What follows belongs to an exercise in optimizing a design on an open flow for small area and a short achievable clock period; a production flow would make more cautious choices.
Only simulation tests tie the RTL to the original design; equivalence was not proved.
Power figures rest on the tool's default switching activity, not on a simulated workload.

$ cat flow/flow/run.sh
#!/bin/bash
# Standard layout, with the port buffers made from plain buffers
export BUFFER_PORTS_ARGS="-buffer_cell sky130_fd_sc_hd__buf_2"
bash standard.sh > standard_run.log 2>&1
$ cat flow/standard.sh
#!/bin/bash
# synth_recipe.tcl (not shown) runs the flow's synth.tcl, then flattens the netlist and writes it again
# the make line also repeats each setting of config.mk as NAME=value (left out here)
make -C /OpenROAD-flow-scripts/flow DESIGN_CONFIG=/design/flow/config.mk WORK_HOME=/design/flow/orfs CLKGATE_MAP_FILE= SYNTH_SCRIPT=/design/flow/synth_recipe.tcl "${@:-finish}"
$ cat flow/config.mk
export PLATFORM = sky130hd
export DESIGN_NAME = axi_top
export DESIGN_NICKNAME = axi_top
export VERILOG_FILES = /design/flow/design.v
export SDC_FILE = /design/flow/constraint.sdc
export NUM_CORES = 4
export LEC_CHECK = 0
export CAP_MARGIN = 20
export CORE_MARGIN = 2
export CORE_UTILIZATION = 55
export CTS_CLUSTER_DIAMETER = 100
export CTS_CLUSTER_SIZE = 20
export SETUP_SLACK_MARGIN = 1.9
export SLEW_MARGIN = 20
$ cat flow/constraint.sdc
create_clock -name core_clock -period 4.2 [get_ports {aclk}]
set_input_delay 0.8400 -clock core_clock [delete_from_list [all_inputs] [get_ports {aclk}]]
set_output_delay 0.8400 -clock core_clock [all_outputs]
set_load 0.01 [all_outputs]
$ cat flow/design.v
package axi_lite_pkg;
  localparam int REG_ADDR_W   = 7;                      
  localparam int DATA_W       = 32;                     
  localparam int STRB_W       = DATA_W / 8;             
  localparam int REG_CNT      = 32;                     
  localparam int REG_IDX_W    = $clog2(REG_CNT);        
  localparam int REG_RW_LAST  = 15;                     
  localparam int REG_RW_IDX_W = $clog2(REG_RW_LAST + 1);
  localparam int REG_CTRL     = 0;                      
  localparam int CTRL_OUT_EN  = 0;                      
  localparam int REG_PKT_LEN  = 1;                      
  localparam int REG_MIRROR_A     = 16;                 
  localparam int REG_MIRROR_B     = 17;                 
  localparam int REG_MIRROR_A_SRC = 2;
  localparam int REG_MIRROR_B_SRC = 3;
  localparam int REG_LEVEL        = 18;                 
  localparam int REG_SENT         = 19;                 
  localparam logic [1:0] RESP_OKAY   = 2'b00;
  localparam logic [1:0] RESP_SLVERR = 2'b10;           
endpackage
package axi_stream_pkg;
  localparam int BUF_DEPTH = 8;                         
  localparam int PTR_W     = $clog2(BUF_DEPTH);         
  localparam int LEVEL_W   = PTR_W + 1;                 
  typedef struct packed {
    logic [31:0]           data;                 
    logic [3:0]            strb;                 
    logic              last;                            
  } stream_beat_t;
endpackage
`timescale 1ns/10ps
import axi_lite_pkg::*;
import axi_stream_pkg::*;
module axi_lite_regs (
  input  logic                  aclk,
  input  logic                  rst_n,
  input  logic [REG_ADDR_W-1:0] s_axi_lite_awaddr,
  input  logic                  s_axi_lite_awvalid,
  output logic                  s_axi_lite_awready,
  input  logic [DATA_W-1:0]     s_axi_lite_wdata,
  input  logic [STRB_W-1:0]     s_axi_lite_wstrb,
  input  logic                  s_axi_lite_wvalid,
  output logic                  s_axi_lite_wready,
  output logic [1:0]            s_axi_lite_bresp,
  output logic                  s_axi_lite_bvalid,
  input  logic                  s_axi_lite_bready,
  input  logic [REG_ADDR_W-1:0] s_axi_lite_araddr,
  input  logic                  s_axi_lite_arvalid,
  output logic                  s_axi_lite_arready,
  output logic [DATA_W-1:0]     s_axi_lite_rdata,
  output logic [1:0]            s_axi_lite_rresp,
  output logic                  s_axi_lite_rvalid,
  input  logic                  s_axi_lite_rready,
  input  logic [LEVEL_W-1:0]    level,
  input  logic [DATA_W-1:0]     sent_count,
  output logic                  out_en_nx,         
  output logic [DATA_W-1:0]     pkt_len,           
  output logic [DATA_W-1:0]     pkt_len_wr,        
  output logic [STRB_W-1:0]     pkt_len_en,        
  output logic                  pkt_len_ok_nx      
);
  logic [DATA_W-1:0]    bank_q [0:REG_RW_LAST];
  logic [REG_RW_LAST:0] wrt_q;                      
  logic                 awready_q;
  logic                 bvalid_q;
  logic                 berr_q;
  logic                 arready_q;
  logic                 rvalid_q;
  logic                 rload_q;                    
  logic [DATA_W-1:0]    rdata_q;
  logic                 awready_nx;
  logic [REG_IDX_W-1:0] aw_idx;
  logic [REG_IDX_W-1:0] ar_idx;
  logic [REG_RW_LAST:0] wsel;                       
  localparam int RSEL_LEVEL = REG_RW_LAST + 1;      
  localparam int RSEL_SENT  = REG_RW_LAST + 2;
  logic [RSEL_SENT:0]   rsel_q;                     
  logic [DATA_W-1:0]    wfill;                      
  logic [DATA_W-1:0]    rd_word;
  assign aw_idx     = s_axi_lite_awaddr[REG_ADDR_W-1 -: REG_IDX_W];
  assign ar_idx     = s_axi_lite_araddr[REG_ADDR_W-1 -: REG_IDX_W];
  assign awready_nx = !awready_q && !bvalid_q && s_axi_lite_awvalid && s_axi_lite_wvalid;
  logic [STRB_W-1:0]    len_en;
  always_ff @(posedge aclk or negedge rst_n) begin
    if (!rst_n) begin
      wsel   <= '0;
      len_en <= '0;
    end else begin
      for (int w = 0; w <= REG_RW_LAST; w++) begin
        wsel[w] <= awready_nx && (aw_idx == REG_IDX_W'(w));
      end
      for (int b = 0; b < STRB_W; b++) begin
        len_en[b] <= awready_nx && (aw_idx == REG_IDX_W'(REG_PKT_LEN)) &&
                     (s_axi_lite_wstrb[b] || !wrt_q[REG_PKT_LEN]);
      end
    end
  end
  always_ff @(posedge aclk) begin
    if (awready_nx) begin
      berr_q <= aw_idx[REG_IDX_W-1];                
    end
    for (int w = 0; w <= REG_RW_LAST; w++) begin
      rsel_q[w] <= (ar_idx == REG_IDX_W'(w)) && (wrt_q[w] || wsel[w]);
    end
    rsel_q[REG_MIRROR_A_SRC] <= ((ar_idx == REG_IDX_W'(REG_MIRROR_A_SRC)) ||
                                 (ar_idx == REG_IDX_W'(REG_MIRROR_A))) &&
                                (wrt_q[REG_MIRROR_A_SRC] || wsel[REG_MIRROR_A_SRC]);
    rsel_q[REG_MIRROR_B_SRC] <= ((ar_idx == REG_IDX_W'(REG_MIRROR_B_SRC)) ||
                                 (ar_idx == REG_IDX_W'(REG_MIRROR_B))) &&
                                (wrt_q[REG_MIRROR_B_SRC] || wsel[REG_MIRROR_B_SRC]);
    rsel_q[RSEL_LEVEL]       <= (ar_idx == REG_IDX_W'(REG_LEVEL));
    rsel_q[RSEL_SENT]        <= (ar_idx == REG_IDX_W'(REG_SENT));
  end
  assign s_axi_lite_awready = awready_q;
  assign s_axi_lite_wready  = awready_q;
  assign s_axi_lite_bvalid  = bvalid_q;
  assign s_axi_lite_bresp   = {berr_q, 1'b0};
  assign s_axi_lite_arready = arready_q;
  assign s_axi_lite_rvalid  = rvalid_q;
  assign s_axi_lite_rdata   = rdata_q;
  assign s_axi_lite_rresp   = RESP_OKAY;
  always_comb begin
    for (int b = 0; b < STRB_W; b++) begin
      wfill[8*b +: 8] = s_axi_lite_wstrb[b] ? s_axi_lite_wdata[8*b +: 8] : 8'h00;
    end
  end
  always_ff @(posedge aclk or negedge rst_n) begin
    if (!rst_n) begin
      awready_q <= 1'b0;
      bvalid_q  <= 1'b0;
      arready_q <= 1'b0;
      rvalid_q  <= 1'b0;
      rload_q   <= 1'b1;
    end else begin
      awready_q <= awready_nx;
      bvalid_q  <= awready_q || (bvalid_q && !s_axi_lite_bready);
      arready_q <= !arready_q && !rvalid_q && s_axi_lite_arvalid;
      rvalid_q  <= arready_q || (rvalid_q && !s_axi_lite_rready);
      rload_q   <= !(arready_q || (rvalid_q && !s_axi_lite_rready));
    end
  end
  always_ff @(posedge aclk) begin
    if (rload_q) begin                              
      rdata_q <= rd_word;
    end
  end
  logic [DATA_W-1:0]    bank_nx [0:REG_RW_LAST];
  always_comb begin
    for (int w = 0; w <= REG_RW_LAST; w++) begin
      bank_nx[w] = bank_q[w];
      for (int b = 0; b < STRB_W; b++) begin
        if (w == REG_PKT_LEN ? len_en[b] : (wsel[w] && (s_axi_lite_wstrb[b] || !wrt_q[w]))) begin
          bank_nx[w][8*b +: 8] = wfill[8*b +: 8];
        end
      end
    end
  end
  always_ff @(posedge aclk or negedge rst_n) begin
    if (!rst_n) begin
      wrt_q <= '0;
    end else begin
      wrt_q <= wrt_q | wsel;
    end
  end
  always_ff @(posedge aclk) begin
    for (int w = 0; w <= REG_RW_LAST; w++) begin
      bank_q[w] <= bank_nx[w];
    end
  end
  assign out_en_nx  = (wrt_q[REG_CTRL] || wsel[REG_CTRL]) && bank_nx[REG_CTRL][CTRL_OUT_EN];
  assign pkt_len    = bank_q[REG_PKT_LEN];
  assign pkt_len_wr = wfill;
  assign pkt_len_en = len_en;
  assign pkt_len_ok_nx = wrt_q[REG_PKT_LEN] || wsel[REG_PKT_LEN];
  always_comb begin
    rd_word = '0;
    for (int w = 0; w <= REG_RW_LAST; w++) begin
      if (rsel_q[w]) rd_word = rd_word | bank_q[w];
    end
    if (rsel_q[RSEL_LEVEL]) rd_word = rd_word | DATA_W'(level);
    if (rsel_q[RSEL_SENT])  rd_word = rd_word | sent_count;
  end
endmodule
`timescale 1ns/10ps
import axi_lite_pkg::*;
import axi_stream_pkg::*;
module axi_stream_buf (
  input  logic               aclk,
  input  logic               rst_n,
  input  logic [DATA_W-1:0]  s_axi_stream_tdata,
  input  logic [STRB_W-1:0]  s_axi_stream_tstrb,
  input  logic               s_axi_stream_tlast,
  input  logic               s_axi_stream_tvalid,
  output logic               s_axi_stream_tready,
  input  logic               pop,                  
  output logic [36:0]        head,                 
  output logic               head_last_nx,         
  output logic               nempty_nx,            
  output logic [LEVEL_W-1:0] level
);
  localparam int TAIL = BUF_DEPTH - 1;
  logic [36:0]        tail_q [0:TAIL-1];
  logic [TAIL-1:0]    wr_oh_q;
  logic [TAIL-1:0]    rd_oh_q;
  logic [LEVEL_W-1:0] level_q;
  logic               nfull_q;                    
  logic               full_q;
  logic [36:0]        head_q;
  logic [36:0]        head_nx;
  logic [36:0]        din;
  logic [36:0]        tail_rd;
  logic               push;
  logic               lvl0;
  logic               lvl1;
  logic [LEVEL_W-1:0] level_nx;
  assign din  = {s_axi_stream_tdata, s_axi_stream_tstrb, s_axi_stream_tlast};
  assign lvl0 = (level_q == LEVEL_W'(0));
  assign lvl1 = (level_q == LEVEL_W'(1));
  assign push = s_axi_stream_tvalid && !full_q;
  assign s_axi_stream_tready = nfull_q;
  assign level               = level_q;
  assign head                = head_q;
  assign head_last_nx        = head_nx[0];
  always_comb begin
    tail_rd = '0;
    for (int i = 0; i < TAIL; i++) begin
      tail_rd = tail_rd | ({37{rd_oh_q[i]}} & tail_q[i]);
    end
  end
  always_comb begin
    head_nx = head_q;
    if (lvl0 || pop) begin
      head_nx = (lvl0 || lvl1) ? din : tail_rd;
    end
  end
  always_comb begin
    level_nx = level_q;
    case ({push, pop})
      2'b10:   level_nx = level_q + 1'b1;
      2'b01:   level_nx = level_q - 1'b1;
      default: level_nx = level_q;
    endcase
  end
  assign nempty_nx = (level_nx != '0);
  always_ff @(posedge aclk) begin
    head_q <= head_nx;
    for (int i = 0; i < TAIL; i++) begin
      if (!full_q && wr_oh_q[i]) tail_q[i] <= din;
    end
  end
  always_ff @(posedge aclk or negedge rst_n) begin
    if (!rst_n) begin
      wr_oh_q <= TAIL'(1);
      rd_oh_q <= TAIL'(1);
      level_q <= '0;
      nfull_q <= 1'b1;
      full_q  <= 1'b0;
    end else begin
      if (push && !(lvl0 || (lvl1 && pop))) begin
        wr_oh_q <= {wr_oh_q[TAIL-2:0], wr_oh_q[TAIL-1]};
      end
      if (pop && !(lvl0 || lvl1)) begin
        rd_oh_q <= {rd_oh_q[TAIL-2:0], rd_oh_q[TAIL-1]};
      end
      level_q <= level_nx;
      nfull_q <= (level_nx != LEVEL_W'(BUF_DEPTH));
      full_q  <= (level_nx == LEVEL_W'(BUF_DEPTH));
    end
  end
endmodule
`timescale 1ns/10ps
import axi_lite_pkg::*;
import axi_stream_pkg::*;
module axi_stream_out (
  input  logic               aclk,
  input  logic               rst_n,
  input  logic [36:0]        head,
  input  logic               head_last_nx,
  input  logic               nempty_nx,
  output logic               pop,
  input  logic               out_en_nx,
  input  logic [DATA_W-1:0]  pkt_len,
  input  logic [DATA_W-1:0]  pkt_len_wr,
  input  logic [STRB_W-1:0]  pkt_len_en,
  input  logic               pkt_len_ok_nx,
  output logic [DATA_W-1:0]  sent_count,
  output logic [DATA_W-1:0]  m_axi_stream_tdata,
  output logic [STRB_W-1:0]  m_axi_stream_tstrb,
  output logic               m_axi_stream_tlast,
  output logic               m_axi_stream_tvalid,
  input  logic               m_axi_stream_tready
);
  logic [DATA_W-1:0] cnt1x_q;                       
  logic [DATA_W-1:0] cnt1_q;                        
  logic [DATA_W-1:0] sent_q;
  logic              tvalid_q;
  logic              tlast_q;                       
  logic              ntlast_q;                      
  logic              hs;
  logic [DATA_W-1:0] cnt1_nx;
  logic              pkt_end_nx;
  assign hs     = tvalid_q && m_axi_stream_tready;
  assign cnt1_q = cnt1x_q ^ DATA_W'(1);
  assign pop = hs;
  assign m_axi_stream_tdata  = head[36:5];
  assign m_axi_stream_tstrb  = head[4:1];
  assign m_axi_stream_tlast  = tlast_q;
  assign m_axi_stream_tvalid = tvalid_q;
  assign sent_count          = sent_q;
  assign cnt1_nx = hs ? (!ntlast_q ? DATA_W'(1) : cnt1_q + 1'b1) : cnt1_q;
  logic [DATA_W-1:0] d_old, d_new;
  logic [STRB_W-1:0] hold_l [2];                    
  logic [STRB_W-1:0] inc_l  [2];                    
  logic [STRB_W-1:0] zero_l [2];                    
  logic              zhi0   [2];                    
  logic [STRB_W-1:0] hold_m, inc_m, zero_m;
  logic              zhi0_m, l0_m;
  logic              eq_hold, eq_inc, eq_one, len_nz;
  logic [STRB_W-1:1] inc_edge;                      
  assign d_old = cnt1_q ^ pkt_len;
  assign d_new = cnt1_q ^ pkt_len_wr;
  always_comb begin
    for (int s = 0; s < 2; s++) begin
      for (int b = 0; b < STRB_W; b++) begin
        hold_l[s][b] = 1'b1;
        inc_l[s][b]  = 1'b1;
        zero_l[s][b] = 1'b1;
        for (int i = 8*b; i < 8*b + 8; i++) begin
          hold_l[s][b] = hold_l[s][b] && !(s ? d_new[i] : d_old[i]);
          zero_l[s][b] = zero_l[s][b] && !(s ? pkt_len_wr[i] : pkt_len[i]);
          if (i == 0) begin
            inc_l[s][b] = inc_l[s][b] && (s ? d_new[0] : d_old[0]);
          end else if (i != 8*b) begin
            inc_l[s][b] = inc_l[s][b] &&
                          ((s ? d_new[i] : d_old[i]) == ((s ? d_new[i-1] : d_old[i-1]) && cnt1_q[i-1]));
          end
        end
      end
      zhi0[s] = 1'b1;
      for (int i = 1; i < 8; i++) begin
        zhi0[s] = zhi0[s] && !(s ? pkt_len_wr[i] : pkt_len[i]);
      end
    end
  end
  always_comb begin
    for (int b = 0; b < STRB_W; b++) begin
      hold_m[b] = pkt_len_en[b] ? hold_l[1][b] : hold_l[0][b];
      inc_m[b]  = pkt_len_en[b] ? inc_l[1][b]  : inc_l[0][b];
      zero_m[b] = pkt_len_en[b] ? zero_l[1][b] : zero_l[0][b];
    end
    zhi0_m = pkt_len_en[0] ? zhi0[1] : zhi0[0];
    l0_m   = pkt_len_en[0] ? pkt_len_wr[0] : pkt_len[0];
    for (int b = 1; b < STRB_W; b++) begin
      inc_edge[b] = (pkt_len_en[b] ? d_new[8*b] : d_old[8*b]) ==
                    ((pkt_len_en[b-1] ? d_new[8*b-1] : d_old[8*b-1]) && cnt1_q[8*b-1]);
    end
  end
  assign eq_hold    = &hold_m;
  assign eq_inc     = (&inc_m) && (&inc_edge);
  assign eq_one     = zhi0_m && l0_m && (&zero_m[STRB_W-1:1]);
  assign len_nz     = !(&zero_m);
  assign pkt_end_nx = pkt_len_ok_nx && len_nz && (hs ? (!ntlast_q ? eq_one : eq_inc) : eq_hold);
  always_ff @(posedge aclk or negedge rst_n) begin
    if (!rst_n) begin
      cnt1x_q   <= '0;
      sent_q    <= '0;
      tvalid_q  <= 1'b0;
    end else begin
      tvalid_q  <= (out_en_nx || (tvalid_q && !m_axi_stream_tready)) && nempty_nx;
      cnt1x_q   <= cnt1_nx ^ DATA_W'(1);
      if (hs) sent_q <= sent_q + 1'b1;
    end
  end
  always_ff @(posedge aclk) begin
    tlast_q  <= head_last_nx || pkt_end_nx;
    ntlast_q <= !(head_last_nx || pkt_end_nx);
  end
endmodule
`timescale 1ns/10ps
import axi_lite_pkg::*;
import axi_stream_pkg::*;
module axi_top (
  input  logic                  aclk,
  input  logic                  rst_n,
  input  logic [REG_ADDR_W-1:0] s_axi_lite_awaddr,
  input  logic                  s_axi_lite_awvalid,
  output logic                  s_axi_lite_awready,
  input  logic [DATA_W-1:0]     s_axi_lite_wdata,
  input  logic [STRB_W-1:0]     s_axi_lite_wstrb,
  input  logic                  s_axi_lite_wvalid,
  output logic                  s_axi_lite_wready,
  output logic [1:0]            s_axi_lite_bresp,
  output logic                  s_axi_lite_bvalid,
  input  logic                  s_axi_lite_bready,
  input  logic [REG_ADDR_W-1:0] s_axi_lite_araddr,
  input  logic                  s_axi_lite_arvalid,
  output logic                  s_axi_lite_arready,
  output logic [DATA_W-1:0]     s_axi_lite_rdata,
  output logic [1:0]            s_axi_lite_rresp,
  output logic                  s_axi_lite_rvalid,
  input  logic                  s_axi_lite_rready,
  input  logic [DATA_W-1:0]     s_axi_stream_tdata,
  input  logic [STRB_W-1:0]     s_axi_stream_tstrb,
  input  logic                  s_axi_stream_tlast,
  input  logic                  s_axi_stream_tvalid,
  output logic                  s_axi_stream_tready,
  output logic [DATA_W-1:0]     m_axi_stream_tdata,
  output logic [STRB_W-1:0]     m_axi_stream_tstrb,
  output logic                  m_axi_stream_tlast,
  output logic                  m_axi_stream_tvalid,
  input  logic                  m_axi_stream_tready
);
  logic [36:0]        head;                         
  logic               head_last_nx;
  logic               nempty_nx;
  logic [LEVEL_W-1:0] level;
  logic               pop;
  logic               pkt_len_ok_nx;
  logic               out_en_nx;
  logic [DATA_W-1:0]  pkt_len;
  logic [DATA_W-1:0]  pkt_len_wr;
  logic [STRB_W-1:0]  pkt_len_en;
  logic [DATA_W-1:0]  sent_count;
  axi_lite_regs regs_inst (
    .aclk               (aclk),
    .rst_n              (rst_n),
    .s_axi_lite_awaddr  (s_axi_lite_awaddr),
    .s_axi_lite_awvalid (s_axi_lite_awvalid),
    .s_axi_lite_awready (s_axi_lite_awready),
    .s_axi_lite_wdata   (s_axi_lite_wdata),
    .s_axi_lite_wstrb   (s_axi_lite_wstrb),
    .s_axi_lite_wvalid  (s_axi_lite_wvalid),
    .s_axi_lite_wready  (s_axi_lite_wready),
    .s_axi_lite_bresp   (s_axi_lite_bresp),
    .s_axi_lite_bvalid  (s_axi_lite_bvalid),
    .s_axi_lite_bready  (s_axi_lite_bready),
    .s_axi_lite_araddr  (s_axi_lite_araddr),
    .s_axi_lite_arvalid (s_axi_lite_arvalid),
    .s_axi_lite_arready (s_axi_lite_arready),
    .s_axi_lite_rdata   (s_axi_lite_rdata),
    .s_axi_lite_rresp   (s_axi_lite_rresp),
    .s_axi_lite_rvalid  (s_axi_lite_rvalid),
    .s_axi_lite_rready  (s_axi_lite_rready),
    .level              (level),
    .sent_count         (sent_count),
    .out_en_nx          (out_en_nx),
    .pkt_len            (pkt_len),
    .pkt_len_wr         (pkt_len_wr),
    .pkt_len_en         (pkt_len_en),
    .pkt_len_ok_nx      (pkt_len_ok_nx)
  );
  axi_stream_buf buf_inst (
    .aclk                (aclk),
    .rst_n               (rst_n),
    .s_axi_stream_tdata  (s_axi_stream_tdata),
    .s_axi_stream_tstrb  (s_axi_stream_tstrb),
    .s_axi_stream_tlast  (s_axi_stream_tlast),
    .s_axi_stream_tvalid (s_axi_stream_tvalid),
    .s_axi_stream_tready (s_axi_stream_tready),
    .pop                 (pop),
    .head                (head),
    .head_last_nx        (head_last_nx),
    .nempty_nx           (nempty_nx),
    .level               (level)
  );
  axi_stream_out out_inst (
    .aclk                (aclk),
    .rst_n               (rst_n),
    .head                (head),
    .head_last_nx        (head_last_nx),
    .nempty_nx           (nempty_nx),
    .pop                 (pop),
    .out_en_nx           (out_en_nx),
    .pkt_len             (pkt_len),
    .pkt_len_wr          (pkt_len_wr),
    .pkt_len_en          (pkt_len_en),
    .pkt_len_ok_nx       (pkt_len_ok_nx),
    .sent_count          (sent_count),
    .m_axi_stream_tdata  (m_axi_stream_tdata),
    .m_axi_stream_tstrb  (m_axi_stream_tstrb),
    .m_axi_stream_tlast  (m_axi_stream_tlast),
    .m_axi_stream_tvalid (m_axi_stream_tvalid),
    .m_axi_stream_tready (m_axi_stream_tready)
  );
endmodule
==> reports/qor.csv, run 1 <==
metric;value;unit
CTS clk-pin slew, worst paths;0.08;ns
number of buffers created by CTS;55;
syn_area_per_cell;15.65;um^2
final wirelength;106200;um
Initial Util;0.5538;
fin. max-slew vios;0;
CP max-delay cell;nor2_1;
DIE AREA;72400;um^2
drc violations;0;
pre-CTS WS;1.020;ns
Reg area;28820;um^2
Port Buf Inserts;168;
CP Capture Type;flop;
fin util;0.6149;
Max clock buf depth;3;
Nets;2823;
Power Density;429.6;nW/um^2
DR vias/cell;6.354;
Iter 0 DRT Violations;2802;
delay-heaviest family, CP;compound AO/OA/AOI/OAI gates;
grt ovf;0;
layout cell share with drive strength beyond 1;0.1705;
Slew HR;0.2211;
CTS tree;yes;
CP arrival;2.86;ns
Top FF cell, synth;edfxtp_1;
busiest grt layer;met2;
top-area cell type share of the netlist area;0.6519;
# rows;97;
CTS Hold Bufs;0;
Finish-stage setup viols;0;
global-route usage over all layers;0.2922;
cell type with the largest total area after synthesis;edfxtp_1;
WL/cell;29.10;um
status;timing/DRC/antenna clean;
hold violation count in the final report;0;
Hold Path Class;in2async;
Largest stage delay, worst path;0.58;ns
post-layout min period;2.339;ns
IR Drop Worst-Case VDD;397.1;uV
largest net degree at the start of global routing;59;
Layout fillers;5303;
Worst setup SP type;flop;
grt met1 use;0.4339;
Setup TNS Final;0;ns
initial antenna violation count;2;
max cap viols;0;
Tightest Pin Transition;1.167;ns
Synth area leaders;edfxtp_1 (65%), dfrtp_1 (7.9%), a22oi_1 (3.7%), ha_1 (2.0%), a222oi_1 (1.7%);
CP Class;reg2reg;
number of global-route vias before repair;22717;
CP bufs+invs;1;
Die X;269.1;um
cells after synthesis;2469;
Worst Skew;0.01466;ns
most frequent cells in the layout;edfxtp_1 (839), a22oi_1 (190), buf_2 (165);
first-pass GRT wire length;152100;um
Yosys reg bits;987;
Final HPWL DP;67640;um
Leak Pwr;15.29;nW
async set-reset flop share out of synthesis;0.1277;
commonest non-fill, non-tap cell in the layout;edfxtp_1;
crit-path cells;nor2_1 > o21ai_4 > buf_4 > o21ai_2 > mux2_2;
RSZ-0062 raised after global routing;yes;
clock root buffer;clkbuf_16;
grt met3 use;0.04027;
Yosys cell types;63;
Netlist Area Pre-Place;38650;um^2
fmax;427.6;MHz
CP required;4.73;ns
Tcrit/Tclk final;0.5568;
DRT antenna net count;0;
Boundary Pins;176;
area of the multi-input gates;9165;um^2
Placer Congestion;0.8808;
via count;23200;
final worst slack;1.861;ns
H-Tree Depth;2;
core area;69790;um^2
Pre-antenna DRT Iters;8;
Clk Latency, worst-skew pair;0.64;ns
Synth Warn #;10;
Max FO, Critical Path;8;
clock sink total;987;
GR met2 Demand/Resource;0.4670;
number of synthesized flops with an enable pin;839;
Die Ht;269.1;um
sequential share of the synthesized area;0.7450;
Area Overhead vs Synth;11.03;%
final timing paths:
path,to,slack (ns),from,cells after the start
min in group core_clock,regs_inst.berr_q,0.39,s_axi_lite_awaddr[6],1
worst min-delay path,out_inst.cnt1x_q[19],0.20,rst_n,1
worst max-delay path,buf_inst.wr_oh_q[3],1.86,buf_inst.level_q[2],5
worst min register to register,regs_inst.arready_q,0.47,regs_inst.arready_q,1
max in group asynchronous,regs_inst.rload_q,3.10,rst_n,2
worst max register to register,buf_inst.wr_oh_q[3],1.86,buf_inst.level_q[2],5
kinds of logic after synthesis:
logic type               share of synthesized area
AO/OA/AOI/OAI                               0.1074
AND/OR/NAND/NOR                            0.06621
flip-flops                                  0.7450
buffers and inverters                      0.02771
multiplexers                              0.004597
other                                   0.00009704
adder cells (fa/ha/maj)                    0.02040
XOR/XNOR                                   0.02856
cells in the mapped netlist, types with 16 or more instances:
library cell,instances
buf_4,43
nand4_1,53
ha_1,63
and3_1,21
nor4_1,21
inv_1,88
a22oi_1,190
nor2_1,119
a21boi_0,59
a221oi_1,63
clkbuf_1,106
a22o_1,56
xnor2_1,74
a31oi_1,39
a21oi_1,19
dfxtp_1,22
nand2_1,112
xor2_1,52
nor3_1,18
edfxtp_1,839
nand3_1,71
or2_2,16
dfrtp_1,122
a222oi_1,65
o21ai_0,19
per-stage QoR:
step	std cells	cell area (um^2)	power [W]	hold slack, ns
4_1_cts	3631	42560	0.01848	0.1999
3_5_place_dp	3521	40800	0.01298	0.4495
2_1_floorplan	2471	38780	0.01244	0.4336
3_3_place_gp	3521	40800	0.01294	0.4406
5_1_grt	3651	42910	0.01905	0.2163
6_report	3651	42910	0.01843	0.1994
per-layer routing:
layer,vias up,wire length (um)
met2,976,51260
met3,131,8156
met1,12027,44740
li1,10064,-
met5,-,12
met4,2,2060
sequential cells by signal, indices dropped and copies added, names as in the netlist, named ones only:
signal               cells
buf_inst.full_q          1
buf_inst.head_q         37
buf_inst.level_q         4
buf_inst.nfull_q         1
buf_inst.rd_oh_q         7
buf_inst.tail_q        259
buf_inst.wr_oh_q         7
out_inst.cnt1x_q        31
out_inst.ntlast_q        1
out_inst.sent_q         32
out_inst.tlast_q         1
out_inst.tvalid_q        1
regs_inst.arready_q      1
regs_inst.awready_q      1
regs_inst.bank_q       512
regs_inst.berr_q         1
regs_inst.bvalid_q       1
regs_inst.len_en         4
regs_inst.rdata_q       32
regs_inst.rload_q        1
regs_inst.rsel_q        18
regs_inst.rvalid_q       1
regs_inst.wrt_q         16
regs_inst.wsel          16
where the power goes:
group	switching (W)	internal (W)	total, W
logic	0.00101	0.000512	0.00152
registers	0.000231	0.0111	0.0113
clock network	0.00303	0.00257	0.00560
area by class of cell:
cell class,count,share of cell area
antenna,1,0.00005832
tap,940,0.02741
multi-input combinational,1243,0.2136
inverter,89,0.008048
timing repair buffer,288,0.04178
clock inverter,2,0.0004082
sequential,987,0.6716
clock buffer,101,0.03709
repair_timing:
item / 4_1_cts / 5_1_grt
gates resized for setup: 24 / 48
pin swaps: 5 / 15
endpoints found under the setup margin: 94 / 57
buffers inserted: 7 / 18
gates cloned: 0 / 1
==> run 2, diff against run 1 <==
--- a/flow/config.mk
+++ b/flow/config.mk
@@ -12,3 +12,3 @@
 export CTS_CLUSTER_SIZE = 20
-export SETUP_SLACK_MARGIN = 1.9
+export SETUP_SLACK_MARGIN = 2.1
 export SLEW_MARGIN = 20
==> run 2 against run 1 <==
  * Cell count increased by 0.79%
  * Synthesized cell count unchanged
  * Utilization grew 0.93 points
  * Count of clock-buffer cells in the layout decreased by 1
  * Critical endpoint is now out_inst.ntlast_q
  * Setup slack better by 0.11 ns
  * Still clean
  * Die area unchanged
  * Sequential power about the same
  * First-iteration DRC count fell by 1.1%
  * Sequential cell count did not move
==> reports/qor.csv, run 2 <==
metric;value;unit;change
status;timing/DRC/antenna clean;;
Worst setup SP type;flop;;
WL/cell;29.29;um;+0.65%
number of global-route vias before repair;22476;;-1.1%
number of buffers created by CTS;55;;unchanged
Finish-stage setup viols;0;;unchanged
count leader, synth;edfxtp_1;;
number of synthesized flops with an enable pin;839;;unchanged
Layout fillers;5301;;-0.038%
final wirelength;107800;um;+1.4%
Largest regs;regs_inst.bank_q: 512 flops, buf_inst.tail_q: 259 flops, buf_inst.head_q: 37 flops;;
Worst Skew;0.02928;ns;+0.01462 ns
commonest non-fill, non-tap cell in the layout;edfxtp_1;;
Nets;2848;;+0.89%
Hold Path Class;in2async;;
Final HPWL DP;66900;um;-1.1%
Placer Congestion;0.8869;;+0.69%
Area Overhead vs Synth;12.71;%;
max cap viols;0;;unchanged
Tcrit/Tclk final;0.5297;;-0.02710
CP arrival;2.72;ns;-0.14 ns
cells after synthesis;2469;;unchanged
largest net degree at the start of global routing;90;;+53%
Top FF cell, synth;edfxtp_1;;
# rows;97;;unchanged
grt ovf;0;;unchanged
layout cell share with drive strength beyond 1;0.2077;;+0.03720
Leak Pwr;15.46;nW;+1.1%
Setup TNS Final;0;ns;unchanged
top-area cell type share of the netlist area;0.6519;;unchanged
DIE AREA;72400;um^2;unchanged
global-route usage over all layers;0.2949;;+0.002709
CTS clk-pin slew, worst paths;0.09;ns;about the same
met2 routed WL;50360;um;-1.8%
most frequent cells in the layout;edfxtp_1 (839), a22oi_1 (190), buf_2 (163);;
Pwr Total;0.01852;W;+0.45%
top cells by count, synth;edfxtp_1 (839), a22oi_1 (190), dfrtp_1 (122);;
Die X;269.1;um;unchanged
Initial Util;0.5538;;unchanged
CP Class;reg2reg;;
Synth Warn #;10;;unchanged
drc violations;0;;unchanged
RSZ-0062 raised after global routing;yes;;
delay-heaviest family, CP;simple AND/OR/NAND/NOR gates;;
DR vias/cell;6.347;;-0.12%
CTS Hold Bufs;0;;unchanged
Port Buf Inserts;168;;unchanged
DRT antenna net count;0;;unchanged
fin. max-slew vios;0;;unchanged
Clk Latency, worst-skew pair;0.65;ns;about the same
Power Density;425.1;nW/um^2;-1.0%
Max clock buf depth;3;;unchanged
syn_area_per_cell;15.65;um^2;unchanged
via count;23357;;+0.68%
hold violation count in the final report;0;;unchanged
IR Drop Worst-Case VDD;341.2;uV;-14%
CP bufs+invs;1;;unchanged
max reg flops;512;;unchanged
Boundary Pins;176;;unchanged
Pre-antenna DRT Iters;8;;unchanged
Netlist Area Pre-Place;38650;um^2;unchanged
cell type with the largest total area after synthesis;edfxtp_1;;
CTS tree;yes;;
uppermost layer routed;met5;;
core area;69790;um^2;unchanged
Iter 0 DRT Violations;2770;;-1.1%
clock sink total;987;;unchanged
Synth area leaders;edfxtp_1 (65%), dfrtp_1 (7.9%), a22oi_1 (3.7%), ha_1 (2.0%), a222oi_1 (1.7%);;
Die Ht;269.1;um;unchanged
Largest Register;regs_inst.bank_q;;
met3 WL;9001;um;+10%
CP Capture Type;flop;;
Yosys cell types;63;;unchanged
CP required;4.70;ns;-0.03 ns
M1 WL;45660;um;+2.0%
clock root buffer;clkbuf_16;;
Yosys reg bits;987;;unchanged
Largest stage delay, worst path;0.44;ns;-0.14 ns
crit-path cells;inv_1 > ha_4 > xnor2_1 > nor4_1 > nand3_1 > o21ai_2 > nand4_1 > o21bai_4 > a31oi_1;;
fmax;449.5;MHz;+5.1%
initial antenna violation count;7;;+5
Max FO, Critical Path;3;;-5
Slew HR;0.2327;;+0.01166
Tightest Pin Transition;1.148;ns;-0.01834 ns
first-pass GRT wire length;152200;um;+0.10%
async set-reset flop share out of synthesis;0.1277;;unchanged
post-layout min period;2.225;ns;-0.1138 ns
CP max-delay cell;edfxtp_1;;
H-Tree Depth;2;;unchanged
sequential share of the synthesized area;0.7450;;unchanged
## run 2: logic make-up (layout without fill, tap and decap cells)
kind of cell,Yosys count,in the layout,share of synthesized area
DFF,987,987,0.7450
buffers and inverters,242,500,0.02771
other,1,8,0.00009704
adders and majority gates,63,63,0.02040
and+or+nand+nor,504,510,0.06621
AOI/OAI and AO/OA,530,530,0.1074
muxes,16,16,0.004597
xor gates and xnor gates,126,126,0.02856
## run 2: power breakdown
part	switching, W	internal [W]
sequential	0.000235	0.0111
clock	0.00306	0.00257
combinational	0.00103	0.000539
## run 2: metal layers
metal,track usage,vias to the layer above
met5,0,-
met4,0.07538,4
met3,0.04877,161
met2,0.4639,1005
met1,0.4326,12058
li1,-,10129
## run 2: layout make-up
cell class / count / area (um^2) / share of cell area
clock buffer: 100 / 1588 / 0.03645
inverter: 89 / 364.1 / 0.008359
timing repair buffer: 308 / 1973 / 0.04530
sequential: 987 / 28850 / 0.6622
clock inverter: 3 / 17.52 / 0.0004021
multi-input combinational: 1248 / 9583 / 0.2200
tap: 940 / 1176 / 0.02700
antenna: 5 / 12.51 / 0.0002872
## run 2: worst paths after layout
| kind | cells after the start | slack (ns) | from | end |
|---|---|---|---|---|
| min in group core_clock | 1 | 0.39 | s_axi_lite_awaddr[6] | regs_inst.berr_q |
| min | 1 | 0.29 | rst_n | out_inst.cnt1x_q[19] |
| max | 9 | 1.98 | regs_inst.bank_q[1][26] | out_inst.ntlast_q |
| min reg2reg | 1 | 0.45 | regs_inst.rvalid_q | regs_inst.arready_q |
| max reg2reg | 9 | 1.98 | regs_inst.bank_q[1][26] | out_inst.ntlast_q |
| max in group asynchronous | 2 | 3.12 | rst_n | buf_inst.nfull_q |
## run 2: what timing repair did
item / 4_1_cts / 5_1_grt
gates resized for setup: 101 / 50
pin swaps: 22 / 30
gates cloned: 4 / 2
endpoints found under the setup margin: 195 / 102
hold endpoints to repair: 0 / 0
buffers inserted: 22 / 34
## run 2: worst reg2reg max path: stages, from the launching register on
cell,delay (ns)
edfxtp_1,0.44
inv_1,0.13
ha_4,0.21
xnor2_1,0.13
nor4_1,0.33
nand3_1,0.17
o21ai_2,0.14
nand4_1,0.18
o21bai_4,0.24
a31oi_1,0.12
## run 2: stage by stage
| step | std cells | area [um^2] | setup WS [ns] | hold slack, ns | util |
|---|---|---|---|---|---|
| floorplan | 2471 | 38850 | 1.648 | 0.4336 | - |
| global placement | 3510 | 40800 | 1.084 | 0.4368 | 0.5846 |
| detailed placement | 3510 | 40810 | 0.9903 | 0.4485 | 0.5848 |
| CTS | 3639 | 43000 | 2.031 | 0.3077 | 0.6162 |
| global route | 3680 | 43560 | 1.957 | 0.3324 | 0.6242 |
| finish | 3680 | 43560 | 1.975 | 0.2864 | 0.6242 |
==> run 3, diff against run 2 <==
--- a/flow/config.mk
+++ b/flow/config.mk
@@ -14 +14,2 @@
 export SLEW_MARGIN = 20
+export TNS_END_PERCENT = 10
==> run 3 against run 2 <==
  * First-iteration DRC count is essentially flat
  * Utilization fell by 0.29 points
  * Cell count is 0.14% higher
  * Sequential cell count is the same
  * Global-route usage shrank 0.087 points
  * Sequential share of layout area grew 0.30 points
  * Clock power shrank 1%
  * Setup slack better by 0.024 ns
  * Wire length is 1.5% lower
  * Critical path type unchanged
  * Largest cell class unchanged
  * Highest routed layer is now met4
==> reports/qor.csv, run 3 <==
metric;value;unit;change
status;timing/DRC/antenna clean;;
grt met1 use;0.4296;;-0.003050
Placer Congestion;0.8881;;+0.14%
largest net degree at the start of global routing;86;;-4.4%
final wirelength;106200;um;-1.5%
first-pass GRT wire length;153400;um;+0.75%
number of global-route vias before repair;22948;;+2.1%
CP required;4.79;ns;+0.09 ns
Largest regs;regs_inst.bank_q: 512 flops, buf_inst.tail_q: 259 flops, buf_inst.head_q: 37 flops;;
number of instances in the placed design;3532;;+0.63%
core area;69790;um^2;unchanged
CP Capture Type;flop;;
Power Density;424.0;nW/um^2;-0.27%
R2R cell count;9;;unchanged
Netlist Area Pre-Place;38650;um^2;unchanged
IR Drop Worst-Case VDD;411.5;uV;+21%
Die Ht;269.1;um;unchanged
post-layout min period;2.201;ns;-0.02421 ns
non-filler instance count after layout;3685;;+0.14%
cell type with the largest total area after synthesis;edfxtp_1;;
sequential share of the synthesized area;0.7450;;unchanged
Top FF cell, synth;edfxtp_1;;
cells after synthesis;2469;;unchanged
Leak Pwr;15.40;nW;-0.42%
Clk Latency, worst-skew pair;0.64;ns;about the same
Initial Util;0.5538;;unchanged
Synth Warn #;10;;unchanged
Hold Path Class;in2async;;
Yosys cell types;63;;unchanged
count leader, synth;edfxtp_1;;
fin util;0.6213;;-0.002904
CTS tree;yes;;
DRT antenna net count;0;;unchanged
DR vias/cell;6.339;;-0.13%
initial antenna violation count;2;;-5
Boundary Pins;176;;unchanged
CP arrival;2.79;ns;+0.07 ns
worst r2r dst;out_inst.tlast_q;;
fin. max-slew vios;0;;unchanged
max reg flops;512;;unchanged
top cells by count, synth;edfxtp_1 (839), a22oi_1 (190), dfrtp_1 (122);;
grt ovf;0;;unchanged
Max clock buf depth;3;;unchanged
Worst Skew;0.01887;ns;-0.01040 ns
Setup TNS Final;0;ns;unchanged
Nets;2855;;+0.25%
Area Overhead vs Synth;12.19;%;
async set-reset flop share out of synthesis;0.1277;;unchanged
fmax;454.4;MHz;+1.1%
RSZ-0062 raised after global routing;yes;;
Yosys reg bits;987;;unchanged
hold violation count in the final report;0;;unchanged
r2r setup slk;2.00;ns;+0.02 ns
clock root buffer;clkbuf_16;;
Finish-stage setup viols;0;;unchanged
Max FO, Critical Path;3;;unchanged
Pre-antenna DRT Iters;7;;-1
commonest non-fill, non-tap cell in the layout;edfxtp_1;;
max cap viols;0;;unchanged
number of synthesized flops with an enable pin;839;;unchanged
Tightest Pin Transition;1.146;ns;-0.002734 ns
most frequent cells in the layout;edfxtp_1 (839), a22oi_1 (190), buf_2 (165);;
layout cell share with drive strength beyond 1;0.1934;;-0.01432
CP Class;reg2reg;;
Iter 0 DRT Violations;2768;;-0.072%
GR met2 Demand/Resource;0.4781;;+0.01421
clock sink total;987;;unchanged
Final HPWL DP;68110;um;+1.8%
top-area cell type share of the netlist area;0.6519;;unchanged
# rows;97;;unchanged
number of buffers created by CTS;55;;unchanged
via count;23359;;+0.0086%
drc violations;0;;unchanged
global-route usage over all layers;0.2940;;-0.0008697
Synth area leaders;edfxtp_1 (65%), dfrtp_1 (7.9%), a22oi_1 (3.7%), ha_1 (2.0%), a222oi_1 (1.7%);;
busiest grt layer;met2;;
syn_area_per_cell;15.65;um^2;unchanged
Port Buf Inserts;168;;unchanged
H-Tree Depth;2;;unchanged
WL/cell;28.81;um;-1.6%
Slew HR;0.2351;;+0.002409
DIE AREA;72400;um^2;unchanged
CTS clk-pin slew, worst paths;0.08;ns;about the same
Die X;269.1;um;unchanged
Worst setup SP type;flop;;
grt met3 use;0.03680;;-0.01196
Largest Register;regs_inst.bank_q;;
Tcrit/Tclk final;0.5240;;-0.005764
[run 3: cell counts after synthesis]
Identical to the previous run, type by type.
[run 3: worst max path at each step]
stage | end | slack (ns) | cells past startpoint
2_1_floorplan | buf_inst.tail_q[1][0] | 1.65 | 1
3_3_place_gp | out_inst.ntlast_q | 1.04 | 9
3_5_place_dp | out_inst.ntlast_q | 1.01 | 9
4_1_cts | regs_inst.rdata_q[31] | 2.01 | 5
5_1_grt | out_inst.ntlast_q | 1.92 | 9
6_report | out_inst.tlast_q | 2.00 | 9
[run 3: per-stage QoR]
step / setup WS [ns] / total power (W) / cell area [um^2] / hold WS (ns)
3_5_place_dp: 1.006 / 0.01299 / 40890 / 0.4622
4_1_cts: 2.008 / 0.01848 / 43210 / 0.1276
5_1_grt: 1.924 / 0.01899 / 43350 / 0.1519
2_1_floorplan: 1.648 / 0.01244 / 38760 / 0.4336
3_3_place_gp: 1.036 / 0.01295 / 40890 / 0.4401
6_report: 1.999 / 0.01838 / 43360 / 0.1397
[run 3: what timing repair did]
action,4_1_cts,5_1_grt
gates resized for setup,108,16
pin swaps,33,10
hold buffers,0,0
setup endpoints to repair,199,221
cloned,0,2
buffers inserted,38,6
[run 3: layout make-up]
cell class / instances / area [um^2]
diodes: 4 / 10.01
inverters: 89 / 349.1
repair buffers: 319 / 2049
clock buffers: 100 / 1545
flip-flops and latches: 987 / 28840
fillers: 5254 / 26430
well taps: 940 / 1176
multi-input cells: 1244 / 9359
clock inverters: 2 / 25.02
[run 3: where the power goes]
part | total [W] | leakage [nW] | switching, W | internal (W)
sequential | 0.0113 | 9.54 | 0.000236 | 0.0111
combinational | 0.00150 | 5.12 | 0.000998 | 0.000506
clock | 0.00556 | 0.742 | 0.00306 | 0.00250
total | 0.0184 | 15.4 | 0.00429 | 0.0141
[run 3: critical path: stages (launching register included)]
cell and delay, ns:
dfrtp_1 0.40, inv_2 0.10, buf_4 0.14, ha_1 0.30, nor3_1 0.18, nand3_1 0.14
o21ai_4 0.22, nand4_1 0.25, o21bai_2 0.23, a31o_2 0.17
[run 3: cells by family (layout without fill, tap and decap cells)]
kind of cell | after synthesis | in the layout | share of synthesized area
flops | 987 | 987 | 0.7450
buf+inv | 242 | 510 | 0.02771
mux | 16 | 16 | 0.004597
compound gates | 530 | 530 | 0.1074
xor+xnor | 126 | 126 | 0.02856
fa+ha+maj | 63 | 63 | 0.02040
simple gates | 504 | 506 | 0.06621
other cells | 1 | 7 | 0.00009704
[run 3: metal layers]
metal,share of wire,up-vias
met4,0.021,0
met3,0.078,142
met1,0.42,12027
met5,0,-
met2,0.48,1064
li1,-,10126
==> run 4, diff against run 3 <==
--- a/flow/config.mk
+++ b/flow/config.mk
@@ -12,3 +12,3 @@
 export CTS_CLUSTER_SIZE = 20
-export SETUP_SLACK_MARGIN = 2.1
+export SETUP_SLACK_MARGIN = 2.3
 export SLEW_MARGIN = 20
==> run 4 against run 3 <==
  * First-iteration DRC count down 2.4%
  * Sequential power about the same
  * Total power increased by 0.39%
  * Utilization up 0.59 points
  * Synthesized cell count stayed put
  * Count of clock-buffer cells in the layout unchanged
  * Setup slack better by 0.0045 ns
  * Register-to-register slack about the same
  * Sequential cell count unchanged
  * Fmax rose by 0.21%
  * Clock skew is essentially flat
  * Cell count up 0.81%
  * Largest cell class unchanged
  * Highest routed layer unchanged
==> reports/qor.csv, run 4 <==
metric;value;unit;change
Synth Warn #;10;;unchanged
fin. max-slew vios;0;;unchanged
Synth area leaders;edfxtp_1 (65%), dfrtp_1 (7.9%), a22oi_1 (3.7%), ha_1 (2.0%), a222oi_1 (1.7%);;
first-pass GRT wire length;154000;um;+0.44%
Max FO, Critical Path;3;;unchanged
Leak Pwr;15.60;nW;+1.3%
max cap viols;0;;unchanged
drc violations;0;;unchanged
# rows;97;;unchanged
CP required;4.78;ns;about the same
Top FF cell, synth;edfxtp_1;;
Initial Util;0.5538;;unchanged
initial antenna violation count;3;;+1
Max clock buf depth;3;;unchanged
RSZ-0062 raised after global routing;yes;;
Pre-antenna DRT Iters;6;;-1
CTS clk-pin slew, worst paths;0.09;ns;about the same
Die Ht;269.1;um;unchanged
DR vias/cell;6.311;;-0.44%
Netlist Area Pre-Place;38650;um^2;unchanged
Iter 0 DRT Violations;2702;;-2.4%
commonest non-fill, non-tap cell in the layout;edfxtp_1;;
Worst Skew;0.01838;ns;-0.0004964 ns
Yosys cell types;63;;unchanged
Hold Path Class;in2async;;
CP Class;reg2reg;;
fin util;0.6272;;+0.005899
async set-reset flop share out of synthesis;0.1277;;unchanged
worst hold slack;0.1402;ns;+0.0005860 ns
max reg flops;512;;unchanged
CTS tree;yes;;
top-area cell type share of the netlist area;0.6519;;unchanged
sequential share of the synthesized area;0.7450;;unchanged
fmax;455.3;MHz;+0.21%
Worst setup SP type;flop;;
number of synthesized flops with an enable pin;839;;unchanged
Layout fillers;5217;;-0.70%
Die X;269.1;um;unchanged
DIE AREA;72400;um^2;unchanged
syn_area_per_cell;15.65;um^2;unchanged
Yosys reg bits;987;;unchanged
Setup TNS Final;0;ns;unchanged
number of global-route vias before repair;23123;;+0.76%
layout cell share with drive strength beyond 1;0.2097;;+0.01631
count leader, synth;edfxtp_1;;
Largest Register;regs_inst.bank_q;;
most frequent cells in the layout;edfxtp_1 (839), a22oi_1 (189), buf_4 (168);;
Area Overhead vs Synth;13.25;%;
Slew HR;0.2440;;+0.008844
final wirelength;106900;um;+0.65%
CP Capture Type;flop;;
via count;23445;;+0.37%
IR Drop Worst-Case VDD;416.1;uV;+1.1%
Power Density;421.6;nW/um^2;-0.55%
area of the multi-input gates;9453;um^2;+1.0%
WL/cell;28.76;um;-0.16%
Boundary Pins;176;;unchanged
number of buffers created by CTS;55;;unchanged
top cells by count, synth;edfxtp_1 (839), a22oi_1 (190), dfrtp_1 (122);;
Pwr Total;0.01845;W;+0.39%
grt ovf;0;;unchanged
H-Tree Depth;2;;unchanged
core area;69790;um^2;unchanged
DRT antenna net count;0;;unchanged
post-layout min period;2.196;ns;-0.004540 ns
Port Buf Inserts;168;;unchanged
Tightest Pin Transition;1.132;ns;-0.01325 ns
clock root buffer;clkbuf_16;;
hold violation count in the final report;0;;unchanged
Reg area;28860;um^2;about the same
global-route usage over all layers;0.2954;;+0.001404
Placer Congestion;0.8881;;unchanged
Largest regs;regs_inst.bank_q: 512 flops, buf_inst.tail_q: 259 flops, buf_inst.head_q: 37 flops;;
status;timing/DRC/antenna clean;;
CTS Hold Bufs;0;;unchanged
clock sink total;987;;unchanged
cell type with the largest total area after synthesis;edfxtp_1;;
Finish-stage setup viols;0;;unchanged
largest net degree at the start of global routing;86;;unchanged
cells after synthesis;2469;;unchanged
Tcrit/Tclk final;0.5229;;-0.001081
Clk Latency, worst-skew pair;0.64;ns;about the same
Final HPWL DP;68110;um;unchanged
CP arrival;2.78;ns;about the same
Nets;2885;;+1.1%
-- run 4: cell type report --
cell class                 instances  area share
multi-input combinational       1244      0.2160
timing repair buffer             349     0.05366
tap                              940     0.02687
antenna                            4   0.0002287
sequential                       987      0.6594
clock inverter                     2   0.0005717
clock buffer                     100     0.03530
inverter                          89    0.008033
-- run 4: worst max-delay path, stage by stage (launching register included) --
cell      delay (ns)
dfrtp_1         0.40
inv_2           0.09
buf_4           0.14
ha_1            0.30
nor3_1          0.19
nand3_1         0.15
o21ai_4         0.23
nand4_1         0.24
o21bai_2        0.23
a31o_2          0.17
-- run 4: worst paths after layout --
| kind | cells past startpoint | start | to | slack (ns) |
|---|---|---|---|---|
| worst min-delay path | 1 | rst_n | out_inst.cnt1x_q[18] | 0.14 |
| worst min register to register | 1 | regs_inst.arready_q | regs_inst.arready_q | 0.47 |
| worst max-delay path | 9 | flop | out_inst.tlast_q | 2.00 |
| min in group core_clock | 1 | s_axi_lite_awaddr[6] | regs_inst.berr_q | 0.40 |
| worst max register to register | 9 | flop | out_inst.tlast_q | 2.00 |
| max in group asynchronous | 2 | rst_n | out_inst.cnt1x_q[4] | 3.13 |
-- run 4: per-stage QoR --
stage                     setup slack [ns]  cells  cell area, um^2
after floorplan                      1.648   2471            38760
after global placement               1.036   3532            40890
after detailed placement             1.006   3532            40890
after CTS                            2.011   3689            43440
after global routing                 1.922   3713            43760
final                                2.004   3715            43770
-- run 4: what timing repair did --
item,in CTS,in global routing
buffers inserted,55,19
endpoints found under the hold margin,0,0
pin swaps,42,14
cloned,0,2
endpoints found under the setup margin,378,336
resized for setup,135,30
-- run 4: cells by family after synthesis --
group	after synthesis	share of synthesized area
flip-flops	987	0.7450
AO/OA/AOI/OAI	530	0.1074
AND/OR/NAND/NOR	504	0.06621
buffers and inverters	242	0.02771
XOR/XNOR	126	0.02856
adder cells (fa/ha/maj)	63	0.02040
multiplexers	16	0.004597
other	1	0.00009704
-- run 4: where the power goes --
group	internal, W	leakage, nW	switching, W
clock	0.00250	0.742	0.00306
combinational	0.000562	5.32	0.00102
sequential	0.0111	9.54	0.000235
total	0.0141	15.6	0.00431
-- run 4: layer usage --
metal | part of all wire | vias up | global-route usage
met1 | 0.42 | 12087 | 0.4288
met5 | 0 | - | 0
li1 | - | 10176 | -
met2 | 0.48 | 1050 | 0.4832
met4 | 0.020 | 0 | 0.06622
met3 | 0.080 | 132 | 0.03726
==> run 5, diff against run 4 <==
--- a/flow/config.mk
+++ b/flow/config.mk
@@ -11,4 +11,4 @@
 export CTS_CLUSTER_DIAMETER = 100
-export CTS_CLUSTER_SIZE = 20
-export SETUP_SLACK_MARGIN = 2.3
+export CTS_CLUSTER_SIZE = 25
+export SETUP_SLACK_MARGIN = 2.1
 export SLEW_MARGIN = 20
==> run 5 against run 4 <==
  * Sequential power about the same
  * Largest power group unchanged
  * Critical path type unchanged
  * Clock power shrank 8.1%
  * Wire length fell by 1.2%
  * Still clean on timing, DRC and antenna
==> reports/qor.csv, run 5 <==
metric;value;unit;change
Sw Share;0.2342;;+0.0006100
initial antenna violation count;5;;+2
Largest Register;regs_inst.bank_q;;
Yosys cell types;63;;unchanged
syn_area_per_cell;15.65;um^2;unchanged
Worst Skew;0.03686;ns;+0.01848 ns
Setup crit end;out_inst.tlast_q;;
top-area cell type share of the netlist area;0.6519;;unchanged
R2R cell count;9;;unchanged
Placer Congestion;0.8881;;unchanged
cells after synthesis;2469;;unchanged
top cells by count, synth;edfxtp_1 (839), a22oi_1 (190), dfrtp_1 (122);;
post-layout min period;2.215;ns;+0.01850 ns
Top FF cell, synth;edfxtp_1;;
H-Tree Depth;2;;unchanged
r2r setup slk;1.99;ns;-0.02 ns
CP Capture Type;flop;;
Tightest Pin Transition;1.118;ns;-0.01443 ns
number of synthesized flops with an enable pin;839;;unchanged
number of buffers created by CTS;45;;-18%
Initial Util;0.5538;;unchanged
Clk Latency, worst-skew pair;0.64;ns;about the same
Max FO, Critical Path;3;;unchanged
Worst setup SP type;flop;;
CTS Hold Bufs;0;;unchanged
Int Pwr;0.01373;W;-2.9%
Area Overhead vs Synth;11.54;%;
core area;69790;um^2;unchanged
Post-Synth Adder-Cell Area;0.02040;;unchanged
Leak Pwr;15.28;nW;-2.0%
clock sink total;987;;unchanged
CTS tree;yes;;
Clock power frac;0.285;;-0.016
status;timing/DRC/antenna clean;;
post-synthesis mux area share;0.004597;;unchanged
sequential fraction of design power;0.631;;+0.018
Nets;2841;;-1.5%
via count;23281;;-0.70%
cell type with the largest total area after synthesis;edfxtp_1;;
max reg flops;512;;unchanged
IR Drop Worst-Case VDD;459.0;uV;+10%
commonest non-fill, non-tap cell in the layout;edfxtp_1;;
Power Density;416.1;nW/um^2;-1.3%
clock root buffer;clkbuf_16;;
sequential share of the synthesized area;0.7450;;unchanged
Net Switching;0.004201;W;-2.6%
fin util;0.6177;;-0.009521
Layout fillers;5258;;+0.79%
Compound-Gate Fraction of Synth Area;0.1074;;unchanged
Setup TNS Final;0;ns;unchanged
Netlist Area Pre-Place;38650;um^2;unchanged
max cap viols;0;;unchanged
largest net degree at the start of global routing;86;;unchanged
crit-path cells;inv_2 > ha_4 > nand2b_4 > nor4_4 > nand3_2 > o21ai_4 > nand4_1 > o21bai_2 > a31o_2;;
Largest stage delay, worst path;0.43;ns;+0.03 ns
Port Buf Inserts;168;;unchanged
fin. max-slew vios;0;;unchanged
Synth Area in Simple Gates;0.06621;;unchanged
Synth Warn #;10;;unchanged
largest family of logic cells by synthesized area;compound AO/OA/AOI/OAI gates;;
WL/cell;28.81;um;+0.17%
XOR/XNOR share of the synthesized area;0.02856;;unchanged
Final HPWL DP;68110;um;unchanged
async set-reset flop share out of synthesis;0.1277;;unchanged
Hold Path Class;in2async;;
Boundary Pins;176;;unchanged
DR vias/cell;6.356;;+0.71%
drc violations;0;;unchanged
Combinational Power Share;0.084;;-0.002
Finish-stage setup viols;0;;unchanged
Synth area leaders;edfxtp_1 (65%), dfrtp_1 (7.9%), a22oi_1 (3.7%), ha_1 (2.0%), a222oi_1 (1.7%);;
worst r2r dst;out_inst.tlast_q;;
first-pass GRT wire length;153000;um;-0.66%
CP max-delay cell;dfrtp_1;;
grt ovf;0;;unchanged
DIE AREA;72400;um^2;unchanged
CTS clk-pin slew, worst paths;0.10;ns;about the same
DRT antenna net count;0;;unchanged
number of global-route vias before repair;22901;;-0.96%
Largest regs;regs_inst.bank_q: 512 flops, buf_inst.tail_q: 259 flops, buf_inst.head_q: 37 flops;;
fmax;451.5;MHz;-0.84%
CP arrival;2.78;ns;about the same
Die X;269.1;um;unchanged
final wirelength;105500;um;-1.2%
count leader, synth;edfxtp_1;;
Yosys reg bits;987;;unchanged
Iter 0 DRT Violations;2755;;+2.0%
layout cell share with drive strength beyond 1;0.1905;;-0.01916
Max clock buf depth;3;;unchanged
Die Ht;269.1;um;unchanged
most frequent cells in the layout;edfxtp_1 (839), a22oi_1 (190), buf_2 (164);;
global-route usage over all layers;0.2934;;-0.001960
CP required;4.77;ns;about the same
RSZ-0062 raised after global routing;yes;;
Tcrit/Tclk final;0.5273;;+0.004405
# rows;97;;unchanged
hold violation count in the final report;0;;unchanged
CP Class;reg2reg;;
Pre-antenna DRT Iters;8;;+2
Slew HR;0.2536;;+0.009636
[run 5: cell count changes in the layout (fill, tap and decap cells not counted), sizes merged]
cell	before	now
nor2b	14	12
clkbuf	100	81
buf	349	317
inv	88	89
[run 5: metrics by stage]
| step | worst slack [ns] | total power [W] | hold WS [ns] | instances | cell area, um^2 |
|---|---|---|---|---|---|
| floorplan | 1.648 | 0.01244 | 0.4336 | 2471 | 38760 |
| global placement | 1.036 | 0.01295 | 0.4401 | 3532 | 40890 |
| detailed placement | 1.006 | 0.01299 | 0.4622 | 3532 | 40890 |
| CTS | 1.995 | 0.01802 | 0.1469 | 3653 | 42960 |
| global route | 1.903 | 0.01851 | 0.1673 | 3662 | 43100 |
| finish | 1.985 | 0.01793 | 0.1665 | 3663 | 43100 |
[run 5: timing repair]
item                                    CTS  global route
gates resized for setup                 108            19
pin swaps                                31            13
endpoints found under the setup margin  202           225
setup buffers                            37             5
[run 5: cell families (layout without fill, tap and decap cells)]
group | count (synthesis) | count (layout)
adder cells (fa/ha/maj) | 63 | 63
AND/OR/NAND/NOR | 504 | 504
multiplexers | 16 | 16
other | 1 | 7
buffers and inverters | 242 | 490
flip-flops | 987 | 987
XOR/XNOR | 126 | 126
AO/OA/AOI/OAI | 530 | 530
[run 5: cell type report]
type	count	area, um^2	area share
flip-flops and latches	987	28840	0.6691
multi-input cells	1242	9339	0.2167
repair buffers	317	2057	0.04772
clock buffers	81	1304	0.03025
well taps	940	1176	0.02729
inverters	89	349.1	0.008099
clock inverters	3	26.28	0.0006096
diodes	4	10.01	0.0002322
[run 5: worst min-delay path by stage]
stage	end	depth (start not counted)	from	slack [ns]
after global routing	out_inst.cnt1x_q[18]	1	rst_n	0.17
after detailed placement	regs_inst.arready_q	1	regs_inst.rvalid_q	0.46
final	out_inst.cnt1x_q[20]	1	rst_n	0.17
after CTS	buf_inst.rd_oh_q[2]	1	rst_n	0.15
after global placement	regs_inst.arready_q	1	regs_inst.rvalid_q	0.44
after floorplan	regs_inst.wrt_q[1]	1	regs_inst.wsel[1]	0.43
[run 5: critical path: cells and delay by family, from the launching register on]
kind / cells / cell delay [ns]
and+or+nand+nor: 4 / 0.85
DFF: 1 / 0.43
adders and majority gates: 1 / 0.22
AOI/OAI and AO/OA: 3 / 0.53
buffers and inverters: 1 / 0.14
[run 5: per-layer routing]
metal  GRT usage  wire [um]
met1      0.4255      44470
met2      0.4789      50620
met3     0.03826       8249
met4     0.06697       2196
met5           0          7
[run 5: power groups by stage]
stage | registers, W | clock network (W) | logic [W]
after floorplan | 0.0115 | 0 | 0.000974
after global placement | 0.0115 | 0 | 0.00142
after detailed placement | 0.0115 | 0 | 0.00145
after CTS | 0.0113 | 0.00519 | 0.00151
after global routing | 0.0114 | 0.00551 | 0.00164
final | 0.0113 | 0.00510 | 0.00151
==> run 6, diff against run 5 <==
--- a/flow/config.mk
+++ b/flow/config.mk
@@ -12,2 +12,3 @@
 export CTS_CLUSTER_SIZE = 25
+export PLACE_DENSITY = 0.75
 export SETUP_SLACK_MARGIN = 2.1
==> run 6 against run 5 <==
  * Sequential share of layout area grew 0.64 points
  * Sequential cell count unchanged
  * Setup slack improved by 0.0040 ns
  * Global-route usage down 2.3 points
  * Highest routed layer unchanged
  * Synthesized area is the same
==> reports/qor.csv, run 6 <==
metric;value;unit;change
Worst setup SP type;flop;;
commonest non-fill, non-tap cell in the layout;edfxtp_1;;
number of global-route vias before repair;22411;;-2.1%
Netlist Area Pre-Place;38650;um^2;unchanged
top-area cell type share of the netlist area;0.6519;;unchanged
Boundary Pins;176;;unchanged
CP Class;reg2out;;
initial antenna violation count;11;;+6
cells after synthesis;2469;;unchanged
Max clock buf depth;3;;unchanged
Clk Latency, worst-skew pair;0.62;ns;-0.02 ns
# rows;97;;unchanged
Layout fillers;5021;;-4.5%
RSZ-0062 raised after global routing;yes;;
largest net degree at the start of global routing;96;;+12%
Final HPWL DP;62820;um;-7.8%
clock root buffer;clkbuf_16;;
DR vias/cell;6.425;;+1.1%
Iter 0 DRT Violations;3158;;+15%
max reg flops;512;;unchanged
non-filler instance count after layout;3632;;-0.85%
DIE AREA;72400;um^2;unchanged
global-route usage over all layers;0.2707;;-0.02276
Post-DP Area;40730;um^2;-0.40%
fin. max-slew vios;0;;unchanged
Slew HR;0.2042;;-0.04938
post-layout min period;2.211;ns;-0.004040 ns
Yosys reg bits;987;;unchanged
CP arrival;1.37;ns;-1.41 ns
Synth area leaders;edfxtp_1 (65%), dfrtp_1 (7.9%), a22oi_1 (3.7%), ha_1 (2.0%), a222oi_1 (1.7%);;
CTS tree;yes;;
H-Tree Depth;2;;unchanged
IR Drop Worst-Case VDD;307.9;uV;-33%
Largest Register;regs_inst.bank_q;;
Synth Warn #;10;;unchanged
Top FF cell, synth;edfxtp_1;;
drc violations;0;;unchanged
fmax;452.4;MHz;+0.18%
syn_area_per_cell;15.65;um^2;unchanged
async set-reset flop share out of synthesis;0.1277;;unchanged
Area Overhead vs Synth;10.42;%;
Yosys cell types;63;;unchanged
number of buffers created by CTS;45;;unchanged
Tcrit/Tclk final;0.5263;;-0.0009619
Nets;2810;;-1.1%
layout cell share with drive strength beyond 1;0.1731;;-0.01746
Reg area;28830;um^2;about the same
CP Capture Type;output port;;
DRT antenna net count;0;;unchanged
CP required;3.36;ns;-1.41 ns
Power Density;418.1;nW/um^2;+0.49%
grt ovf;0;;unchanged
Worst Skew;0.02283;ns;-0.01403 ns
number of synthesized flops with an enable pin;839;;unchanged
r2r setup slk;2.02;ns;+0.03 ns
Largest regs;regs_inst.bank_q: 512 flops, buf_inst.tail_q: 259 flops, buf_inst.head_q: 37 flops;;
via count;23337;;+0.24%
count leader, synth;edfxtp_1;;
Max FO, Critical Path;4;;+1
clock sink total;987;;unchanged
hold violation count in the final report;0;;unchanged
Placer Congestion;0.9372;;+5.5%
CTS Hold Bufs;0;;unchanged
Die Ht;269.1;um;unchanged
number of instances in the placed design;3512;;-0.57%
sequential share of the synthesized area;0.7450;;unchanged
status;timing/DRC/antenna clean;;
Port Buf Inserts;168;;unchanged
cell area after layout;42670;um^2;-1.0%
Tightest Pin Transition;1.191;ns;+0.07306 ns
max cap viols;0;;unchanged
Hold Path Class;in2async;;
Leak Pwr;15.13;nW;-1.0%
Finish-stage setup viols;0;;unchanged
core area;69790;um^2;unchanged
cell type with the largest total area after synthesis;edfxtp_1;;
WL/cell;27.31;um;-5.2%
top cells by count, synth;edfxtp_1 (839), a22oi_1 (190), dfrtp_1 (122);;
Setup TNS Final;0;ns;unchanged
most frequent cells in the layout;edfxtp_1 (839), a22oi_1 (190), buf_2 (165);;
Pre-antenna DRT Iters;5;;-3
Die X;269.1;um;unchanged
first-pass GRT wire length;143500;um;-6.2%
worst hold slack;0.2618;ns;+0.09536 ns
area of the multi-input gates;9224;um^2;-1.2%
final wirelength;99190;um;-6.0%
CTS clk-pin slew, worst paths;0.10;ns;about the same
Initial Util;0.5538;;unchanged
## run 6: cell counts after synthesis
Identical to the previous run, type by type.
## run 6: cell type report
| class | instances | share of cell area |
|---|---|---|
| clock buffers | 80 | 0.02997 |
| flip-flops and latches | 987 | 0.6755 |
| clock inverters | 3 | 0.0007330 |
| repair buffers | 285 | 0.04161 |
| multi-input cells | 1243 | 0.2161 |
| diodes | 5 | 0.0002932 |
| inverters | 89 | 0.008180 |
| well taps | 940 | 0.02756 |
## run 6: where the power goes
part | switching (W) | internal, W | total, W | leakage [nW]
combinational | 0.00101 | 0.000525 | 0.00154 | 4.94
sequential | 0.000215 | 0.0111 | 0.0113 | 9.56
clock | 0.00291 | 0.00210 | 0.00501 | 0.623
## run 6: repair_timing
action | in CTS | in global routing
endpoints found under the setup margin | 187 | 194
pin swaps | 5 | 19
gates cloned | 0 | 1
buffers inserted | 15 | 15
gates resized for setup | 22 | 67
## run 6: critical path: stages, from the launching register on
cell and delay (ns):
dfrtp_2 0.46, buf_4 0.16, buf_2 0.13
## run 6: cell families after synthesis
logic type / share of synthesized area
fa+ha+maj: 0.02040
simple gates: 0.06621
mux: 0.004597
buf+inv: 0.02771
compound gates: 0.1074
other cells: 0.00009704
xor+xnor: 0.02856
flops: 0.7450
## run 6: worst paths after layout
path,from,endpoint,cells past startpoint
setup / recovery,out_inst.tvalid_q,m_axi_stream_tvalid,2
hold / removal,rst_n,out_inst.sent_q[18],1
setup reg to reg,regs_inst.bank_q[1][24],out_inst.ntlast_q,9
hold reg to reg,regs_inst.rvalid_q,regs_inst.arready_q,1
max in group asynchronous,rst_n,out_inst.cnt1x_q[24],2
min in group core_clock,s_axi_lite_awaddr[6],regs_inst.berr_q,1
## run 6: stage by stage
step	utilization	total power [W]	worst slack (ns)
floorplan	-	0.01244	1.648
global placement	0.5836	0.01289	1.149
detailed placement	0.5836	0.01296	1.122
CTS	0.6053	0.01786	1.842
global route	0.6114	0.01834	1.868
finish	0.6115	0.01784	1.989
## run 6: per-layer routing
metal  vias up  share of wire  GRT usage
li1      10030              -          -
met1     11733           0.39     0.3885
met2      1375           0.46     0.4194
met3       185           0.11    0.05416
met4        14          0.032    0.08874
met5         -        0.00087          0

afterwards: timing with drivers on the ports:
No port has a modelled driver above. Below, the same layouts with a new extraction and two added sets of constraints.
Step 1, drivers: a clkbuf_16 drives aclk and a buf_2 each remaining input, both assumed.
Step 2, shift: input delay + t, output delay - t, t = (earliest + latest rising clock arrival at the registers) / 2. This alone moves slack from input paths to output paths.
Slacks: ideal / step 1 / step 2; pairs: ideal / step 1.
run	shift t [ns]	slack for setup (ns)	worst setup path at the end	slew at the worst register clock pin (ns)	worst data-port slew with drivers (ns)
run 1	0.704	1.861 / 1.861 / 1.293	input to register	0.09 / 0.09	0.11
run 2	0.703	1.975 / 1.975 / 1.363	input to register	0.10 / 0.10	0.09
run 3	0.700	1.999 / 1.958 / 1.361	input to register	0.09 / 0.09	0.10
run 4	0.700	2.004 / 1.952 / 1.362	input to register	0.09 / 0.09	0.08
run 5	0.692	1.985 / 1.936 / 1.313	input to register	0.10 / 0.10	0.10
run 6	0.682	1.989 / 1.921 / 1.307	input to register	0.10 / 0.10	0.13
After both steps every run listed still meets setup and hold. The setup slack of run 6, which loses most, moves by -0.068 ns with the drivers and by -0.682 ns with both steps.
